Context: an optimization exercise on an open-source flow, tuned for small area. The choices shown serve that exercise and are no tape-out recipe. The RTL was checked by simulation tests, not by an equivalence proof against the original design. Power figures rest on the tool's default switching activity, not on a simulated workload.

## yarrow
// dma_master_top
module dma_master_top (
    input  logic        m_HCLK,
    input  logic        m_HRESETn,
    input  logic        start,
    input  logic [31:0] src_addr,
    input  logic [31:0] dest_addr,
    input  logic [11:0] xfer_bytes,
    input  logic [2:0]  burst_sel,
    input  logic        intr_mask,
    input  logic        intr_clear,
    output logic        busy,
    output logic        dma_intr,
    output logic        hbusreq,
    input  logic        hgrant,
    output logic [1:0]  htrans,
    output logic [2:0]  hburst,
    output logic [2:0]  hsize,
    output logic [31:0] haddr,
    output logic        hwrite,
    output logic [31:0] hwdata,
    input  logic        hready,
    input  logic [31:0] hrdata
);
    localparam logic [2:0] S_IDLE  = 3'b000;
    localparam logic [2:0] S_REQ   = 3'b101;
    localparam logic [2:0] S_READ  = 3'b110;
    localparam logic [2:0] S_WRITE = 3'b111;
    localparam logic [2:0] S_DONE  = 3'b100;
    logic [2:0]  state;
    logic        status;
    logic [9:0]  words_left;
    logic [1:0]  sel_q;       
    logic [4:0]  arem;        
    logic        first;       
    logic [3:0]  ri;          
    logic        dph_valid;
    logic        dph_write;
    logic [31:0] a_q;         
    logic [31:0] b_q;         
    logic        first_rd;    
    logic [31:0] mem [16];
    logic is_write, load, done;
    logic cmd_active, issue, idle_bus, dph_done;
    logic go_read, go_write;
    logic a_end;
    logic [4:0] burst_len;
    logic [3:0] burst_last;
    logic [2:0] burst_code;
    logic [31:0] a_inc;
    assign is_write = (state == S_WRITE);
    assign done     = (state == S_DONE);
    assign busy     = state[2];
    assign hbusreq  = state[1] | state[0];
    assign load     = start && !busy;
    assign dma_intr = status && !intr_mask;
    assign hsize    = 3'b010;
    assign a_end      = (arem == 5'd0);
    assign cmd_active = state[1] && !a_end && hgrant;
    assign issue      = cmd_active && hready;
    assign dph_done   = hready && dph_valid;
  ...
Size: roughly 610 flip-flops, roughly 190 I/O pins, roughly 0.023 mm² of cells after synthesis.
export LEC_CHECK = 0
export CAP_MARGIN = 20
export CORE_MARGIN = 2
export CORE_UTILIZATION = 40
export CTS_CLUSTER_DIAMETER = 80
export CTS_CLUSTER_SIZE = 25
export SLEW_MARGIN = 20
export SYNTH_HIERARCHICAL = 1
export SYNTH_MINIMUM_KEEP_SIZE = 0
create_clock -name core_clock -period 5.0 [get_ports {m_HCLK}]
standard.sh (not shown) runs the stock make flow with config.mk's settings and CLKGATE_MAP_FILE= SYNTH_SCRIPT=/design/flow/synth_recipe.tcl, a recipe that flattens the netlist after the stock synthesis.
==> flow/flow/run.sh <==
#!/bin/bash
# The standard layout (standard.sh) with three changes:
#  - the port buffers use the smallest buffer cell, sky130_fd_sc_hd__buf_1;
#  - clock tree synthesis adds no dummy loads (same clustering as config.mk);
#  - after global routing, gates with positive slack are downsized
#    (ORFS RECOVER_POWER).
set -euo pipefail
export BUFFER_PORTS_ARGS="-buffer_cell sky130_fd_sc_hd__buf_1"
export CTS_ARGS="-sink_clustering_enable -repair_clock_nets -sink_clustering_size 25 -sink_clustering_max_diameter 80 -dont_use_dummy_load"
export RECOVER_POWER=100
bash standard.sh finish > standard_flow.log 2>&1
Completing all stages was not enough for yarrow: its layout failed the final checks because of capacitance limit, slew limit.
[inputs] juniper vs yarrow
==> flow/flow/run.sh <==
#!/bin/bash
# The standard layout, except that the port buffers use the smallest
# buffer cell (sky130_fd_sc_hd__buf_1) instead of the one buffer_ports picks.
set -euo pipefail
export BUFFER_PORTS_ARGS="-buffer_cell sky130_fd_sc_hd__buf_1"
bash standard.sh finish > standard_flow.log 2>&1
Findings:
Compared to yarrow, juniper has total power 200 µW higher. Comparing yarrow against juniper, there is no change at all in number of synthesized flops with an enable pin. The wire length of the first global-routing pass was comparable across yarrow and juniper. juniper does better than yarrow on relative slew slack. Having completed the whole flow, juniper delivered a layout that passed the timing, design-rule and antenna checks. juniper: delay of the slowest critical-path stage 0.29 ns below yarrow. Compare yarrow and juniper | part of the power in registers higher: yarrow. Delta (juniper minus yarrow): final-layout fill cell count dropped about 0.8%, post-route standard cell area excluding fillers now larger, worst-margin pin slew decreased by 1.66 ns relative to the old numbers. Taking yarrow as the reference, in juniper die area comparable; initial detailed-routing violation count moved up.
Changes in willow relative to juniper:
==> flow/run.sh (new file) <==
#!/bin/bash
# synth_recipe.tcl (not shown) runs the flow's synth.tcl, then flattens the netlist and writes it again
# the make line also repeats each setting of config.mk as NAME=value (left out here)
make -C /OpenROAD-flow-scripts/flow DESIGN_CONFIG=/design/flow/config.mk WORK_HOME=/design/flow/orfs CLKGATE_MAP_FILE= SYNTH_SCRIPT=/design/flow/synth_recipe.tcl finish
removed: flow/flow/run.sh
removed: flow/standard.sh
### Flow results
From willow to juniper, number of failing setup endpoints in the final timing report did not move at all. willow did not stop at any stage, and its layout met the timing, design-rule and antenna checks. [compare] base=juniper new=willow: number of synthesized flops with an enable pin did not really move, worst setup slack before clock tree synthesis dropped 0.036 ns. Compared with juniper, willow shows a post-route clock period utilization that is 6.4 points higher. Against juniper, willow comes in 0.32 ns lower on final worst slack.

========
Setup of JK:
dma_master_top, a different RTL version from the one above (not shown whole).
Size: about 1700 cells after synthesis, roughly 620 flip-flops, ~25000 um^2 of cells after synthesis.
Settings: LEC_CHECK=0, CAP_MARGIN=20, CORE_MARGIN=2, CORE_UTILIZATION=40, SLEW_MARGIN=20; clock period 5.0 ns.
run.sh (not shown) runs the stock make flow with config.mk's settings and CLKGATE_MAP_FILE= SYNTH_SCRIPT=/design/flow/synth_recipe.tcl, a recipe that flattens the netlist after the stock synthesis.
Stock flow here: none of the scripts above is used.
Changes in MS relative to JK:
- CTS_BUF_LIST newly set to sky130_fd_sc_hd__clkbuf_4
## What came out
- | layout clock buffer count | MS vs JK | about 180% higher |
- Worst setup margin ended up 0.13 ns lower on MS than on JK.
- Summary — post-CTS resize count, MS relative to JK: higher, by 4.
- Per the comparison of MS with JK, cts-stage hold buffer count level, synthesized area level, largest voltage drop on the vdd net moved down.
- | first-pass GRT wire length | lower: JK |
- Between MS and JK, the area used by sequential logic in the layout figures differ only marginally.
- On utilization, MS and JK are basically level.

[static timing again, ports no longer ideal]
No port has a modelled driver above. Below, the same layouts with a new extraction and two added sets of constraints.
Step 1: set_driving_cell puts a clkbuf_16 on m_HCLK and a buf_2 on each other input, an assumption about the parent block.
Step 2, shift: input delay + t, output delay - t, t = (earliest + latest rising clock arrival at the registers) / 2. This alone moves slack from input paths to output paths.
Three values: no drivers, after step 1, after step 2; two values: the first two.
| run | t (ns) | setup WS [ns] | worst register clock-pin slew, ns | worst data-port slew with drivers (ns) |
|---|---|---|---|---|
| yarrow | 0.642 | 0.678 / 0.624 / 0.533 | 0.10 / 0.10 | 0.08 |
| juniper | 0.668 | 1.024 / 0.970 / 1.631 | 0.10 / 0.10 | 0.08 |
| willow | 0.679 | 0.702 / 0.646 / 1.325 | 0.10 / 0.10 | 0.08 |
| JK | 0.658 | 0.327 / 0.267 / 0.925 | 0.06 / 0.06 | 0.12 |
| MS | 1.030 | 0.201 / 0.144 / 1.174 | 0.07 / 0.07 | 0.12 |
For yarrow, which loses most, drivers alone change the setup slack by -0.054 ns; drivers and shift together by -0.145 ns.
